This design comes from an exercise in tuning for small area and a short achievable clock period on the open sky130 flow, not from production work. In this exercise RTL edits were held to simulation tests only and were not proved equivalent to the original. No activity file was given, so power comes from the tool's default toggle rates.

== rev 12 ==
==> flow/design.v <==
package cdq_pkg;
    localparam int SLOTS  = 16;
    localparam int ELEM_W = 32;
    localparam int NCELL  = SLOTS - 1;
    localparam int CNT_W  = $clog2(SLOTS);
    localparam logic [CNT_W-1:0] CNT_MAX = CNT_W'(NCELL);
    localparam logic [2:0] OP_PUSH_BACK  = 3'd0;
    localparam logic [2:0] OP_PUSH_FRONT = 3'd1;
    localparam logic [2:0] OP_POP_FRONT  = 3'd2;
    localparam logic [2:0] OP_POP_BACK   = 3'd3;
    localparam logic [2:0] OP_PEEK_FRONT = 3'd4;
    localparam logic [2:0] OP_PEEK_BACK  = 3'd5;
    localparam logic [2:0] OP_CLEAR      = 3'd6;
    localparam logic [1:0] ST_DONE  = 2'd0;
    localparam logic [1:0] ST_EMPTY = 2'd1;
    localparam logic [1:0] ST_FULL  = 2'd2;
    typedef logic [ELEM_W-1:0] t_elem;
endpackage
module circular_deque (
    input  logic                          i_clk,
    input  logic                          i_rst_n,
    input  logic                          i_valid,
    output logic                          o_ready,
    input  logic [2:0]                    i_opcode,
    input  logic [cdq_pkg::ELEM_W-1:0]    i_value,
    output logic                          o_valid,
    input  logic                          i_ready,
    output logic [1:0]                    o_status,
    output logic [cdq_pkg::ELEM_W-1:0]    o_read_value,
    output logic [cdq_pkg::CNT_W-1:0]     o_count,
    output logic                          o_is_empty,
    output logic                          o_is_full
);
    localparam int N = cdq_pkg::NCELL;
    localparam int W = cdq_pkg::ELEM_W;
    cdq_pkg::t_elem            mem [N];
    logic [3:0]                r_head;    
    logic [3:0]                r_tail;    
    logic [3:0]                head_inc, head_dec, tail_inc, tail_dec;
    logic [N-1:0]              head_oh, tail_oh, head_m1, tail_m1;
    logic [cdq_pkg::CNT_W-1:0] r_count;
    logic [cdq_pkg::CNT_W-1:0] n_count;
    logic                      n_empty, n_full;
    logic                      r_empty, r_full;
    logic                      r_valid;
    logic                      r_idle;     
    logic [1:0]                r_status;
    logic [1:0]                n_status;
    logic [cdq_pkg::CNT_W-1:0] r_out_count;
    logic                      r_out_empty, r_out_full;
    cdq_pkg::t_elem            r_rd;
    cdq_pkg::t_elem            n_rd;
    logic [N-1:0]              rd_sel;
    logic                      in_acc;
    logic                      push_b, push_f, pop_f, pop_b, rd_any, clr;
    assign o_ready = r_idle | i_ready;
    assign in_acc  = i_valid & o_ready;
    assign head_inc = (r_head == 4'(N - 1)) ? 4'd0 : r_head + 4'd1;
    assign head_dec = (r_head == 4'd0) ? 4'(N - 1) : r_head - 4'd1;
    assign tail_inc = (r_tail == 4'(N - 1)) ? 4'd0 : r_tail + 4'd1;
    assign tail_dec = (r_tail == 4'd0) ? 4'(N - 1) : r_tail - 4'd1;
    for (genvar g = 0; g < N; g++) begin : g_dec
        assign head_oh[g] = (r_head == 4'(g));
        assign tail_oh[g] = (r_tail == 4'(g));
    end
    assign head_m1 = {head_oh[0], head_oh[N-1:1]};
    assign tail_m1 = {tail_oh[0], tail_oh[N-1:1]};
    always_comb begin
        push_b   = 1'b0;
        push_f   = 1'b0;
        pop_f    = 1'b0;
        pop_b    = 1'b0;
        rd_any   = 1'b0;
        clr      = 1'b0;
        n_status = cdq_pkg::ST_DONE;
        case (i_opcode)
            cdq_pkg::OP_PUSH_BACK:  if (r_full) n_status = cdq_pkg::ST_FULL; else push_b = 1'b1;
            cdq_pkg::OP_PUSH_FRONT: if (r_full) n_status = cdq_pkg::ST_FULL; else push_f = 1'b1;
            cdq_pkg::OP_POP_FRONT:  if (r_empty) n_status = cdq_pkg::ST_EMPTY; else begin pop_f = 1'b1; rd_any = 1'b1; end
            cdq_pkg::OP_POP_BACK:   if (r_empty) n_status = cdq_pkg::ST_EMPTY; else begin pop_b = 1'b1; rd_any = 1'b1; end
            cdq_pkg::OP_PEEK_FRONT: if (r_empty) n_status = cdq_pkg::ST_EMPTY; else rd_any = 1'b1;
            cdq_pkg::OP_PEEK_BACK:  if (r_empty) n_status = cdq_pkg::ST_EMPTY; else rd_any = 1'b1;
            cdq_pkg::OP_CLEAR:      clr = 1'b1;
            default: ;
        endcase
    end
    always_comb begin
        n_count = r_count;
        if (clr) n_count = '0;
        else if (push_b | push_f) n_count = r_count + 1'b1;
        else if (pop_f | pop_b) n_count = r_count - 1'b1;
    end
    assign n_empty = (n_count == '0);
    assign n_full  = (n_count == cdq_pkg::CNT_MAX);
    assign rd_sel = i_opcode[0] ? tail_m1 : head_oh;
    cdq_pkg::t_elem rd_acc [N+1];
    assign rd_acc[0] = '0;
    for (genvar g = 0; g < N; g++) begin : g_rd
        assign rd_acc[g+1] = rd_acc[g] | (mem[g] & {W{rd_sel[g]}});
    end
    assign n_rd = rd_acc[N] & {W{rd_any}};
    for (genvar g = 0; g < N; g++) begin : g_slot
        always_ff @(posedge i_clk) begin
            if (!r_full && (head_m1[g] || tail_oh[g])) mem[g] <= i_value;
        end
    end
    always_ff @(posedge i_clk) begin
        if (!i_rst_n) begin
            r_head  <= '0;
            r_tail  <= '0;
            r_count <= '0;
            r_empty <= 1'b1;
            r_full  <= 1'b0;
            r_valid <= 1'b0;
            r_idle  <= 1'b1;
            r_status    <= cdq_pkg::ST_DONE;
            r_rd        <= '0;
            r_out_count <= '0;
            r_out_empty <= 1'b1;
            r_out_full  <= 1'b0;
        end else begin
            if (in_acc) begin
                r_count <= n_count;
                r_empty <= n_empty;
                r_full  <= n_full;
                r_valid <= 1'b1;
                r_idle  <= 1'b0;
                if (push_f) r_head <= head_dec;
                else if (pop_f) r_head <= head_inc;
                if (clr) r_tail <= r_head;
                else if (push_b) r_tail <= tail_inc;
                else if (pop_b) r_tail <= tail_dec;
            end else if (i_ready) begin
                r_valid <= 1'b0;
                r_idle  <= 1'b1;
            end
            if (o_ready) begin
                r_status    <= n_status;
                r_rd        <= n_rd;
                r_out_count <= n_count;
                r_out_empty <= n_empty;
                r_out_full  <= n_full;
            end
        end
    end
    assign o_valid      = r_valid;
    assign o_status     = r_status;
    assign o_read_value = r_rd;
    assign o_count      = r_out_count;
    assign o_is_empty   = r_out_empty;
    assign o_is_full    = r_out_full;
endmodule
Settings: LEC_CHECK=0, CAP_MARGIN=20, CORE_MARGIN=2, CORE_UTILIZATION=40, CTS_CLUSTER_DIAMETER=100, CTS_CLUSTER_SIZE=25, SETUP_SLACK_MARGIN=1.45, SLEW_MARGIN=20; clock period 3.2 ns.
standard.sh (not shown) runs the stock make flow with config.mk's settings and CLKGATE_MAP_FILE= SYNTH_SCRIPT=/design/flow/synth_recipe.tcl, a recipe that flattens the netlist after the stock synthesis.
==> flow/flow/run.sh <==
#!/bin/bash
# Standard layout, except that the port buffers are plain buffers
# (buf_2) instead of the delay buffer buffer_ports picks by default.
set -o pipefail
export BUFFER_PORTS_ARGS="-buffer_cell sky130_fd_sc_hd__buf_2"
bash standard.sh > standard.log 2>&1
Rev 12 completed; timing, DRC and antenna clean
#### Input delta (rev 13 over rev 12)
--- a/flow/design.v
+++ b/flow/design.v
@@ -33,12 +33,11 @@
 );
     localparam int N = cdq_pkg::NCELL;
     localparam int W = cdq_pkg::ELEM_W;
     cdq_pkg::t_elem            mem [N];
-    logic [3:0]                r_head;    
-    logic [3:0]                r_tail;    
-    logic [3:0]                head_inc, head_dec, tail_inc, tail_dec;
-    logic [N-1:0]              head_oh, tail_oh, head_m1, tail_m1;
+    logic [N-1:0]              r_head;    
+    logic [N-1:0]              r_tail;    
+    logic [N-1:0]              head_m1, head_p1, tail_m1, tail_p1;
     logic [cdq_pkg::CNT_W-1:0] r_count;
     logic [cdq_pkg::CNT_W-1:0] n_count;
     logic                      n_empty, n_full;
     logic                      r_empty, r_full;
@@ -54,18 +53,12 @@
     logic                      in_acc;
     logic                      push_b, push_f, pop_f, pop_b, rd_any, clr;
     assign o_ready = r_idle | i_ready;
     assign in_acc  = i_valid & o_ready;
-    assign head_inc = (r_head == 4'(N - 1)) ? 4'd0 : r_head + 4'd1;
-    assign head_dec = (r_head == 4'd0) ? 4'(N - 1) : r_head - 4'd1;
-    assign tail_inc = (r_tail == 4'(N - 1)) ? 4'd0 : r_tail + 4'd1;
-    assign tail_dec = (r_tail == 4'd0) ? 4'(N - 1) : r_tail - 4'd1;
-    for (genvar g = 0; g < N; g++) begin : g_dec
-        assign head_oh[g] = (r_head == 4'(g));
-        assign tail_oh[g] = (r_tail == 4'(g));
-    end
-    assign head_m1 = {head_oh[0], head_oh[N-1:1]};
-    assign tail_m1 = {tail_oh[0], tail_oh[N-1:1]};
+    assign head_m1 = {r_head[0], r_head[N-1:1]};
+    assign head_p1 = {r_head[N-2:0], r_head[N-1]};
+    assign tail_m1 = {r_tail[0], r_tail[N-1:1]};
+    assign tail_p1 = {r_tail[N-2:0], r_tail[N-1]};
     always_comb begin
         push_b   = 1'b0;
         push_f   = 1'b0;
         pop_f    = 1'b0;
@@ -91,24 +84,24 @@
         else if (pop_f | pop_b) n_count = r_count - 1'b1;
     end
     assign n_empty = (n_count == '0);
     assign n_full  = (n_count == cdq_pkg::CNT_MAX);
-    assign rd_sel = i_opcode[0] ? tail_m1 : head_oh;
+    assign rd_sel = i_opcode[0] ? tail_m1 : r_head;
     cdq_pkg::t_elem rd_acc [N+1];
     assign rd_acc[0] = '0;
     for (genvar g = 0; g < N; g++) begin : g_rd
         assign rd_acc[g+1] = rd_acc[g] | (mem[g] & {W{rd_sel[g]}});
     end
     assign n_rd = rd_acc[N] & {W{rd_any}};
     for (genvar g = 0; g < N; g++) begin : g_slot
         always_ff @(posedge i_clk) begin
-            if (!r_full && (head_m1[g] || tail_oh[g])) mem[g] <= i_value;
+            if (!r_full && (head_m1[g] || r_tail[g])) mem[g] <= i_value;
         end
     end
     always_ff @(posedge i_clk) begin
         if (!i_rst_n) begin
-            r_head  <= '0;
-            r_tail  <= '0;
+            r_head  <= {{(N-1){1'b0}}, 1'b1};
+            r_tail  <= {{(N-1){1'b0}}, 1'b1};
             r_count <= '0;
             r_empty <= 1'b1;
             r_full  <= 1'b0;
             r_valid <= 1'b0;
@@ -124,13 +117,13 @@
                 r_empty <= n_empty;
                 r_full  <= n_full;
                 r_valid <= 1'b1;
                 r_idle  <= 1'b0;
-                if (push_f) r_head <= head_dec;
-                else if (pop_f) r_head <= head_inc;
+                if (push_f) r_head <= head_m1;
+                else if (pop_f) r_head <= head_p1;
                 if (clr) r_tail <= r_head;
-                else if (push_b) r_tail <= tail_inc;
-                else if (pop_b) r_tail <= tail_dec;
+                else if (push_b) r_tail <= tail_p1;
+                else if (pop_b) r_tail <= tail_m1;
             end else if (i_ready) begin
                 r_valid <= 1'b0;
                 r_idle  <= 1'b1;
             end
Notes after the runs:
Every stage of the flow completed for rev 13, and the final layout passed the timing, DRC and antenna checks. Cmp rev 13 vs rev 12: post-route cell area lower in rev 13. Rev 13 against rev 12: share of total power in combinational logic went down 2.8 points, transition time at the pin with the least slew margin shrank by 0.11 ns, total number of tap cells rose by 1.2%, total number of vias has decreased. In rev 13, the non-clock buffering overhead in the final layout came out 10 points below the value in rev 12. Rev 12 has higher routing usage on met1 than rev 13. Power dissipated by switching net loads was lower in the run labelled rev 13.

[port drivers added, routing unchanged]
No port has a modelled driver above. Below, the same layouts with a new extraction and two added sets of constraints.
Step 1 sets driving cells, clkbuf_16 on the clock port and buf_2 on the other inputs (assumed; they add their load-dependent delay and slew).
Step 2 moves the port delays by t, midway between the first and last clock arrival at a register: inputs arrive t later, outputs are due t later. That takes back most of the time a late clock gives input paths.
a / b / c = ideal ports / drivers / drivers and shift; a / b = the first two.
| run | shift t [ns] | setup slack, ns | hold slack, ns | worst setup path after step 2 | worst register clock-pin slew, ns |
|---|---|---|---|---|---|
| rev 12 | 0.657 | 1.038 / 1.038 / 0.444 | 0.264 / 0.232 / 0.461 | input to register | 0.11 / 0.11 |
| rev 13 | 0.657 | 1.369 / 1.311 / 0.800 | 0.247 / 0.213 / 0.454 | input to register | 0.11 / 0.11 |
After both steps setup and hold are still met in every run listed. The setup slack of rev 12, which loses most, moves by 0.000 ns with the drivers and by -0.594 ns with both steps.
